What follows belongs to an exercise in optimizing a design on an open flow for small area, a short achievable clock period and few clock cycles; a production flow would make more cautious choices.
The RTL was checked by simulation tests, not by an equivalence proof against the original design.

==> job 3516 <==
==> flow/design.v (excerpt) <==
module go_to_point_steering_controller (
    input  logic                              clk,
    input  logic                              rst_n,
    input  logic                              in_valid,
    output logic                              in_ready,
    input  logic [1:0]                        in_kind,
    input  logic signed [15:0]                in_waypoint_x,
    input  logic signed [15:0]                in_waypoint_y,
    input  logic signed [15:0]                in_pose_x,
    input  logic signed [15:0]                in_pose_y,
    input  logic signed [14:0]                in_pose_heading,
    output logic                              out_valid,
    input  logic                              out_ready,
    output logic [14:0]                       out_linear_speed,
    output logic signed [15:0]                out_turn_rate,
    output logic [16:0]                       out_distance,
    output logic [2:0]                        out_status,
    output logic                              out_last,
    input  logic                              cfg_we,
    input  logic [gtp_pkg::CFG_IDX_W-1:0]     cfg_index,
    input  logic [gtp_pkg::CFG_DATA_W-1:0]    cfg_data
);
    localparam logic signed [16:0] PI_Q     = 17'sd12868;
    localparam logic signed [16:0] TWO_PI_Q = 17'sd25736;
    localparam int TL = 16;      
    logic [15:0] arrive_tol_reg, deadband_reg, gain_reg;
    logic [14:0] max_turn_reg, min_speed_reg, max_speed_reg;
    logic [13:0] align_reg;
  ...
clock: 12.0 ns
lec_check: 0
cap_margin: 20
core_margin: 2
core_utilization: 62
cts_buf_list: sky130_fd_sc_hd__clkbuf_8
cts_cluster_size: 40
slew_margin: 20
run.sh (not shown) runs the stock make flow with config.mk's settings and CLKGATE_MAP_FILE= SYNTH_SCRIPT=/design/flow/synth_recipe.tcl, a recipe that flattens the netlist after the stock synthesis.
==> job 8634 (differences from job 3516) <==
--- a/flow/design.v
+++ b/flow/design.v
@@ -3362,21 +3362,20 @@
             r10_dist <= r9_dist;
             r10_db <= r9_db;
             r10_al <= p3_al;
             r10_arr <= r9_arr;
         end
-    logic [18:0] r10_t, p4_hi, p4_lo;
+    logic signed [18:0] mt_s, r10_t;
     logic signed [15:0] p4_turn;
     logic [14:0] p4_lin;
     always_comb
     begin
         r10_t = r10_ta + r10_tb + 19'(r10_tc);
-        p4_hi = r10_ta + r10_tb + 19'(r10_tc) + ~(19'(max_turn_reg));    
-        p4_lo = r10_ta + r10_tb + 19'(r10_tc) + 19'(max_turn_reg);       
+        mt_s = 19'(max_turn_reg);
         if (!r10_db)               p4_turn = 16'sd0;
-        else if (!p4_hi[18])       p4_turn = 16'(max_turn_reg);
-        else if (p4_lo[18])        p4_turn = -(16'(max_turn_reg));
+        else if (r10_t > mt_s)     p4_turn = 16'(mt_s);
+        else if (r10_t < -mt_s)    p4_turn = -(16'(mt_s));
         else                       p4_turn = 16'(r10_t);
         if (!(r10_db && r10_al))
             p4_lin = 15'd0;
         else if (r10_dist < 17'(min_speed_reg))
             p4_lin = (min_speed_reg > max_speed_reg) ? max_speed_reg : min_speed_reg;
==> job 5185 (differences from job 3516) <==
--- a/flow/design.v
+++ b/flow/design.v
@@ -79,11 +79,10 @@
     parameter int WR = 26     
 ) (
     input  logic                 clk,
     input  logic                 en,
     input  logic                 sec,
-    input  logic                 secp,    
     input  logic [25:0]          xp,
     input  logic signed [WP-1:0] wp,
     input  logic [I-1:0]         sp,
     input  logic [16:0]          hp,
     output logic [25:0]          xr,
@@ -97,31 +96,28 @@
     logic [25:0] xi, xs, wsx, x_new;
     logic [WR-1:0] xsw, w_new;
     logic s, c, xcy, xneg;
     logic [LX-1:0] xlo;
     logic [25-LX:0] xhi;
-    logic sec_x, sec_wn;
-    always_ff @(posedge clk)
-        if (en)
-        begin
-            sec_x  <= secp;
-            sec_wn <= !secp;
-        end
     always_comb
     begin
-        xi = sec_x ? xr : xp;
-        ws = sec_x ? (WM'(wr) >>> (I + 1)) : (WM'(wp) >>> I);
-        wi = sec_wn ? WM'(wp) : WM'(wr);
-        xs = sec_wn ? (xp >> I) : (xr >> (I + 1));
         if (sec)
         begin
+            xi = xr;
+            wi = WM'(wr);
             s  = !wr[WR-1];
+            xs = xr >> (I + 1);
+            ws = WM'(wr) >>> (I + 1);
             c  = &wr[I:0];
         end
         else
         begin
+            xi = xp;
+            wi = WM'(wp);
             s  = !wp[WP-1];
+            xs = xp >> I;
+            ws = WM'(wp) >>> I;
             c  = &wp[I-1:0];
         end
         wsx = 26'(ws);
         xsw = WR'(xs);
         {xcy, xlo} = {1'b0, xi[LX-1:0]} + {1'b0, (s ? wsx[LX-1:0] : ~wsx[LX-1:0])} + (LX+1)'(s ? c : !c);
@@ -136,14 +132,18 @@
     begin
         if (en)
         begin
             xr <= x_new;
             wr <= w_new;
-            sr[I-1:0] <= sec_x ? sr[I-1:0] : sp;
-            sr[I]     <= sec_x ? sr[I] : s;
-            sr[I+1]   <= s;
-            hr        <= sec_x ? hr : hp;
+            if (!sec)
+            begin
+                sr[I-1:0] <= sp;
+                sr[I]     <= s;
+                hr        <= hp;
+            end
+            else
+                sr[I+1] <= s;
         end
     end
 endmodule
 module gtp_cordic_last #(
     parameter int WP = 16
@@ -187,12 +187,13 @@
 endmodule
 module gtp_zsum (
     input  logic [13:0] s,
     input  logic qp, qn,
     input  logic [14:0] rh,
-    output logic [35:0] ra, rb
+    output logic signed [16:0] e
 );
+logic [35:0] ra, rb, r;
 logic zs_w1;
 logic zs_w2;
 logic zs_w3;
 logic zs_w4;
 logic zs_w5;
@@ -659,10 +660,12 @@
 assign zs_w232 = qn & 1'b1;
 assign zs_w233 = qn ^ 1'b1;
 assign zs_w234 = qn & 1'b1;
 assign ra = {zs_w232, zs_w230, zs_w228, zs_w226, zs_w224, zs_w222, zs_w220, zs_w218, zs_w216, zs_w214, zs_w212, zs_w210, zs_w208, zs_w206, zs_w204, zs_w202, zs_w200, zs_w198, zs_w196, zs_w194, zs_w192, zs_w190, zs_w188, zs_w186, zs_w139, qp, qn, qp, qn, qp, qn, qp, qn, qn, zs_w182, 1'b1};
 assign rb = {zs_w233, zs_w231, zs_w229, zs_w227, zs_w225, zs_w223, zs_w221, zs_w219, zs_w217, zs_w215, zs_w213, zs_w211, zs_w209, zs_w207, zs_w205, zs_w203, zs_w201, zs_w199, zs_w197, zs_w195, zs_w193, zs_w191, zs_w189, zs_w187, zs_w185, 1'b1, 1'b0, 1'b1, 1'b1, 1'b1, 1'b1, 1'b1, 1'b0, zs_w184, zs_w183, zs_w181};
+assign r = ra + rb;
+assign e = r[34:18];
 endmodule
 module gtp_dmul (
     input  logic [25:0] x,
     output logic [41:0] ra, rb
 );
@@ -3197,28 +3200,30 @@
         dxneg = gx < rx;
         dyneg = gy < ry;
         ax = dxneg ? dxb[15:0] : dxa[15:0];
         ay = dyneg ? dyb[15:0] : dya[15:0];
     end
-    logic [15:0] pa, pb;
-    logic p_dxn, p_dyn, p_dyp, p_sw, sw_n;
-    assign sw_n = e1[17] ^ e2[17];
+    logic [15:0] p_ax, p_ay;
+    logic p_dxn, p_dyn, p_dyp, p_sw;
     always_ff @(posedge clk)
     begin
         if (!pre_lock_n)
         begin
-            pa    <= sw_n ? ay : ax;
-            pb    <= sw_n ? ax : ay;
+            p_ax  <= ax;
+            p_ay  <= ay;
             p_dxn <= dxneg;
             p_dyn <= dyneg;
             p_dyp <= gy > ry;
-            p_sw  <= sw_n;
+            p_sw  <= e1[17] ^ e2[17];
             p_rh  <= rh;
         end
     end
+    logic [15:0] pa, pb;
+    assign pa = p_sw ? p_ay : p_ax;
+    assign pb = p_sw ? p_ax : p_ay;
     logic near_w;
-    gtp_near u_nr (.a(pa), .b(pb), .ax(pa), .ay(pb), .tol(arrive_tol_reg), .near(near_w));
+    gtp_near u_nr (.a(pa), .b(pb), .ax(p_ax), .ay(p_ay), .tol(arrive_tol_reg), .near(near_w));
     always_ff @(posedge clk)
         p_near2 <= near_w;
     logic en;
     assign en = !freeze;
     logic s0y, s1y;
@@ -3229,11 +3234,11 @@
     logic [1:0] r1_s;
     logic [16:0] r1_h;
     always_comb
     begin
         s0y = p_dxn ? !p_dyn : p_dyp;                            
-        s1y = (pa > pb) && ((s0y ^ p_dxn) ? p_sw : !p_sw);
+        s1y = (s0y ^ p_dxn) ? (p_ay > p_ax) : (p_ax > p_ay);     
         x2n = 18'(pa) + {1'b0, pa, 1'b0} + 18'(pb);
         v2a = 19'(pa) + ~(19'(pb) + {2'b00, pb, 1'b0});         
         v2b = 19'(pb) + {2'b00, pb, 1'b0} + ~(19'(pa));         
     end
     always_ff @(posedge clk)
@@ -3256,59 +3261,52 @@
     logic [7:0]  s4s;
     logic [9:0]  s5s;
     logic [11:0] s6s;
     logic [13:0] s8s;
     logic [16:0] h2s, h3s, h4s, h5s, h6s, h8s;
-    gtp_cordic_unit #(.I(2),  .WP(26), .WR(25)) u1 (.clk(clk), .en(en), .sec(tgs[2]), .secp(tgs[1]),
+    gtp_cordic_unit #(.I(2),  .WP(26), .WR(25)) u1 (.clk(clk), .en(en), .sec(tgs[2]),
         .xp(r1_x), .wp(r1_w), .sp(r1_s), .hp(r1_h),
         .xr(x2s), .wr(w2s), .sr(s2s), .hr(h2s));
-    gtp_cordic_unit #(.I(4),  .WP(25), .WR(23)) u2 (.clk(clk), .en(en), .sec(tgs[4]), .secp(tgs[3]),
+    gtp_cordic_unit #(.I(4),  .WP(25), .WR(23)) u2 (.clk(clk), .en(en), .sec(tgs[4]),
         .xp(x2s), .wp(w2s), .sp(s2s), .hp(h2s),
         .xr(x3s), .wr(w3s), .sr(s3s), .hr(h3s));
-    gtp_cordic_unit #(.I(6),  .WP(23), .WR(21)) u3 (.clk(clk), .en(en), .sec(tgs[6]), .secp(tgs[5]),
+    gtp_cordic_unit #(.I(6),  .WP(23), .WR(21)) u3 (.clk(clk), .en(en), .sec(tgs[6]),
         .xp(x3s), .wp(w3s), .sp(s3s), .hp(h3s),
         .xr(x4s), .wr(w4s), .sr(s4s), .hr(h4s));
-    gtp_cordic_unit #(.I(8),  .WP(21), .WR(19)) u4 (.clk(clk), .en(en), .sec(tgs[8]), .secp(tgs[7]),
+    gtp_cordic_unit #(.I(8),  .WP(21), .WR(19)) u4 (.clk(clk), .en(en), .sec(tgs[8]),
         .xp(x4s), .wp(w4s), .sp(s4s), .hp(h4s),
         .xr(x5s), .wr(w5s), .sr(s5s), .hr(h5s));
-    gtp_cordic_unit #(.I(10), .WP(19), .WR(17)) u5 (.clk(clk), .en(en), .sec(tgs[10]), .secp(tgs[9]),
+    gtp_cordic_unit #(.I(10), .WP(19), .WR(17)) u5 (.clk(clk), .en(en), .sec(tgs[10]),
         .xp(x5s), .wp(w5s), .sp(s5s), .hp(h5s),
         .xr(x6s), .wr(w6s), .sr(s6s), .hr(h6s));
-    gtp_cordic_unit #(.I(12), .WP(17), .WR(15)) u6 (.clk(clk), .en(en), .sec(tgs[12]), .secp(tgs[11]),
+    gtp_cordic_unit #(.I(12), .WP(17), .WR(15)) u6 (.clk(clk), .en(en), .sec(tgs[12]),
         .xp(x6s), .wp(w6s), .sp(s6s), .hp(h6s),
         .xr(x14), .wr(w7s), .sr(s8s), .hr(h8s));
     logic [41:0] dm_a, dm_b;
     logic [24:0] dm_lo;
+    logic signed [16:0] e_raw;
     gtp_dmul u_dm (.x(x14), .ra(dm_a), .rb(dm_b));
     assign dm_lo = {1'b0, dm_a[23:0]} + {1'b0, dm_b[23:0]};
-    logic [35:0] zs_a, zs_b;
-    logic [18:0] zs_lo;
-    gtp_zsum u_zs (.s(s8s), .qp(h8s[16]), .qn(h8s[15]), .rh(h8s[14:0]), .ra(zs_a), .rb(zs_b));
-    assign zs_lo = {1'b0, zs_a[17:0]} + {1'b0, zs_b[17:0]};
+    gtp_zsum u_zs (.s(s8s), .qp(h8s[16]), .qn(h8s[15]), .rh(h8s[14:0]), .e(e_raw));
     logic [17:0] r8_da, r8_db;
     logic r8_dc;
-    logic [16:0] r8_ea, r8_eb;
-    logic r8_ec;
+    logic signed [16:0] r8_e;
     always_ff @(posedge clk)
         if (en)
         begin
             r8_da <= dm_a[41:24];
             r8_db <= dm_b[41:24];
             r8_dc <= dm_lo[24];
-            r8_ea <= zs_a[34:18];
-            r8_eb <= zs_b[34:18];
-            r8_ec <= zs_lo[18];
+            r8_e <= e_raw;
         end
     logic [16:0] p2_dist;
     logic [17:0] r8_d;
-    logic signed [16:0] r8_e;
     logic signed [16:0] p2_em, p2_ep, p2_e;
     logic p2_db, p2_arr;
     always_comb
     begin
         r8_d = r8_da + r8_db + 18'(r8_dc);
-        r8_e = r8_ea + r8_eb + 17'(r8_ec);
         p2_dist = r8_d[17] ? 17'd131071 : r8_d[16:0];
         p2_em = r8_e - TWO_PI_Q;
         p2_ep = r8_e + TWO_PI_Q;
         if (r8_e > PI_Q)       p2_e = p2_em;
         else if (r8_e < -PI_Q) p2_e = p2_ep;
@@ -3362,21 +3360,20 @@
             r10_dist <= r9_dist;
             r10_db <= r9_db;
             r10_al <= p3_al;
             r10_arr <= r9_arr;
         end
-    logic [18:0] r10_t, p4_hi, p4_lo;
+    logic signed [18:0] mt_s, r10_t;
     logic signed [15:0] p4_turn;
     logic [14:0] p4_lin;
     always_comb
     begin
         r10_t = r10_ta + r10_tb + 19'(r10_tc);
-        p4_hi = r10_ta + r10_tb + 19'(r10_tc) + ~(19'(max_turn_reg));    
-        p4_lo = r10_ta + r10_tb + 19'(r10_tc) + 19'(max_turn_reg);       
+        mt_s = 19'(max_turn_reg);
         if (!r10_db)               p4_turn = 16'sd0;
-        else if (!p4_hi[18])       p4_turn = 16'(max_turn_reg);
-        else if (p4_lo[18])        p4_turn = -(16'(max_turn_reg));
+        else if (r10_t > mt_s)     p4_turn = 16'(mt_s);
+        else if (r10_t < -mt_s)    p4_turn = -(16'(mt_s));
         else                       p4_turn = 16'(r10_t);
         if (!(r10_db && r10_al))
             p4_lin = 15'd0;
         else if (r10_dist < 17'(min_speed_reg))
             p4_lin = (min_speed_reg > max_speed_reg) ? max_speed_reg : min_speed_reg;
==> job 6397 (differences from job 3516) <==
--- a/flow/design.v
+++ b/flow/design.v
@@ -187,12 +187,13 @@
 endmodule
 module gtp_zsum (
     input  logic [13:0] s,
     input  logic qp, qn,
     input  logic [14:0] rh,
-    output logic [35:0] ra, rb
+    output logic signed [16:0] e
 );
+logic [35:0] ra, rb, r;
 logic zs_w1;
 logic zs_w2;
 logic zs_w3;
 logic zs_w4;
 logic zs_w5;
@@ -659,10 +660,12 @@
 assign zs_w232 = qn & 1'b1;
 assign zs_w233 = qn ^ 1'b1;
 assign zs_w234 = qn & 1'b1;
 assign ra = {zs_w232, zs_w230, zs_w228, zs_w226, zs_w224, zs_w222, zs_w220, zs_w218, zs_w216, zs_w214, zs_w212, zs_w210, zs_w208, zs_w206, zs_w204, zs_w202, zs_w200, zs_w198, zs_w196, zs_w194, zs_w192, zs_w190, zs_w188, zs_w186, zs_w139, qp, qn, qp, qn, qp, qn, qp, qn, qn, zs_w182, 1'b1};
 assign rb = {zs_w233, zs_w231, zs_w229, zs_w227, zs_w225, zs_w223, zs_w221, zs_w219, zs_w217, zs_w215, zs_w213, zs_w211, zs_w209, zs_w207, zs_w205, zs_w203, zs_w201, zs_w199, zs_w197, zs_w195, zs_w193, zs_w191, zs_w189, zs_w187, zs_w185, 1'b1, 1'b0, 1'b1, 1'b1, 1'b1, 1'b1, 1'b1, 1'b0, zs_w184, zs_w183, zs_w181};
+assign r = ra + rb;
+assign e = r[34:18];
 endmodule
 module gtp_dmul (
     input  logic [25:0] x,
     output logic [41:0] ra, rb
 );
@@ -3276,39 +3279,32 @@
     gtp_cordic_unit #(.I(12), .WP(17), .WR(15)) u6 (.clk(clk), .en(en), .sec(tgs[12]), .secp(tgs[11]),
         .xp(x6s), .wp(w6s), .sp(s6s), .hp(h6s),
         .xr(x14), .wr(w7s), .sr(s8s), .hr(h8s));
     logic [41:0] dm_a, dm_b;
     logic [24:0] dm_lo;
+    logic signed [16:0] e_raw;
     gtp_dmul u_dm (.x(x14), .ra(dm_a), .rb(dm_b));
     assign dm_lo = {1'b0, dm_a[23:0]} + {1'b0, dm_b[23:0]};
-    logic [35:0] zs_a, zs_b;
-    logic [18:0] zs_lo;
-    gtp_zsum u_zs (.s(s8s), .qp(h8s[16]), .qn(h8s[15]), .rh(h8s[14:0]), .ra(zs_a), .rb(zs_b));
-    assign zs_lo = {1'b0, zs_a[17:0]} + {1'b0, zs_b[17:0]};
+    gtp_zsum u_zs (.s(s8s), .qp(h8s[16]), .qn(h8s[15]), .rh(h8s[14:0]), .e(e_raw));
     logic [17:0] r8_da, r8_db;
     logic r8_dc;
-    logic [16:0] r8_ea, r8_eb;
-    logic r8_ec;
+    logic signed [16:0] r8_e;
     always_ff @(posedge clk)
         if (en)
         begin
             r8_da <= dm_a[41:24];
             r8_db <= dm_b[41:24];
             r8_dc <= dm_lo[24];
-            r8_ea <= zs_a[34:18];
-            r8_eb <= zs_b[34:18];
-            r8_ec <= zs_lo[18];
+            r8_e <= e_raw;
         end
     logic [16:0] p2_dist;
     logic [17:0] r8_d;
-    logic signed [16:0] r8_e;
     logic signed [16:0] p2_em, p2_ep, p2_e;
     logic p2_db, p2_arr;
     always_comb
     begin
         r8_d = r8_da + r8_db + 18'(r8_dc);
-        r8_e = r8_ea + r8_eb + 17'(r8_ec);
         p2_dist = r8_d[17] ? 17'd131071 : r8_d[16:0];
         p2_em = r8_e - TWO_PI_Q;
         p2_ep = r8_e + TWO_PI_Q;
         if (r8_e > PI_Q)       p2_e = p2_em;
         else if (r8_e < -PI_Q) p2_e = p2_ep;
@@ -3362,21 +3358,20 @@
             r10_dist <= r9_dist;
             r10_db <= r9_db;
             r10_al <= p3_al;
             r10_arr <= r9_arr;
         end
-    logic [18:0] r10_t, p4_hi, p4_lo;
+    logic signed [18:0] mt_s, r10_t;
     logic signed [15:0] p4_turn;
     logic [14:0] p4_lin;
     always_comb
     begin
         r10_t = r10_ta + r10_tb + 19'(r10_tc);
-        p4_hi = r10_ta + r10_tb + 19'(r10_tc) + ~(19'(max_turn_reg));    
-        p4_lo = r10_ta + r10_tb + 19'(r10_tc) + 19'(max_turn_reg);       
+        mt_s = 19'(max_turn_reg);
         if (!r10_db)               p4_turn = 16'sd0;
-        else if (!p4_hi[18])       p4_turn = 16'(max_turn_reg);
-        else if (p4_lo[18])        p4_turn = -(16'(max_turn_reg));
+        else if (r10_t > mt_s)     p4_turn = 16'(mt_s);
+        else if (r10_t < -mt_s)    p4_turn = -(16'(mt_s));
         else                       p4_turn = 16'(r10_t);
         if (!(r10_db && r10_al))
             p4_lin = 15'd0;
         else if (r10_dist < 17'(min_speed_reg))
             p4_lin = (min_speed_reg > max_speed_reg) ? max_speed_reg : min_speed_reg;
==> summary of the runs <==
- In job 8634 the sequential share of layout area is higher than in job 3516, by 0.067 points.
- The lowest fmax belongs to job 6397, the highest to job 5185.
- The lowest synthesized area belongs to job 5185, the highest to job 3516.
Testbench counts of job 3516, summed over its fixed seeds: cycles 1,998.
Testbench counts of job 8634, summed over its fixed seeds: cycles 1,998.
Testbench counts of job 5185, summed over its fixed seeds: cycles 1,998.
Testbench counts of job 6397, summed over its fixed seeds: cycles 1,998.

-- re-timing with driven ports --
How much do the figures lean on ideal ports? The routed layouts below were timed once more, with nothing changed but the port constraints. Step 1 assumes that a clkbuf_16 drives the clock port and a buf_2 every other input. Step 2 times the ports against the registers' clock, not the clock port: input delays grow and output delays shrink by t, the midpoint of the rising clock arrivals with the driver on. a / b / c = ideal / step 1 / step 2; a / b = the first two.
| run | shift t [ns] | setup slack, ns | worst hold slack (ns) | cell pins on the clock port's net |
|---|---|---|---|---|
| job 3516 | 1.004 | 5.963 / 6.002 / 4.998 | 0.397 / 0.397 / 0.397 | 1 |
| job 8634 | 1.008 | 6.133 / 6.178 / 5.170 | 0.399 / 0.399 / 0.399 | 1 |
| job 5185 | 0.998 | 6.162 / 6.185 / 5.187 | 0.394 / 0.394 / 0.394 | 1 |
| job 6397 | 0.998 | 5.543 / 5.594 / 4.596 | 0.411 / 0.411 / 0.411 | 1 |
After both steps setup and hold are still met in every run listed. For job 5185, which loses most, drivers alone change the setup slack by +0.023 ns; drivers and shift together by -0.975 ns.
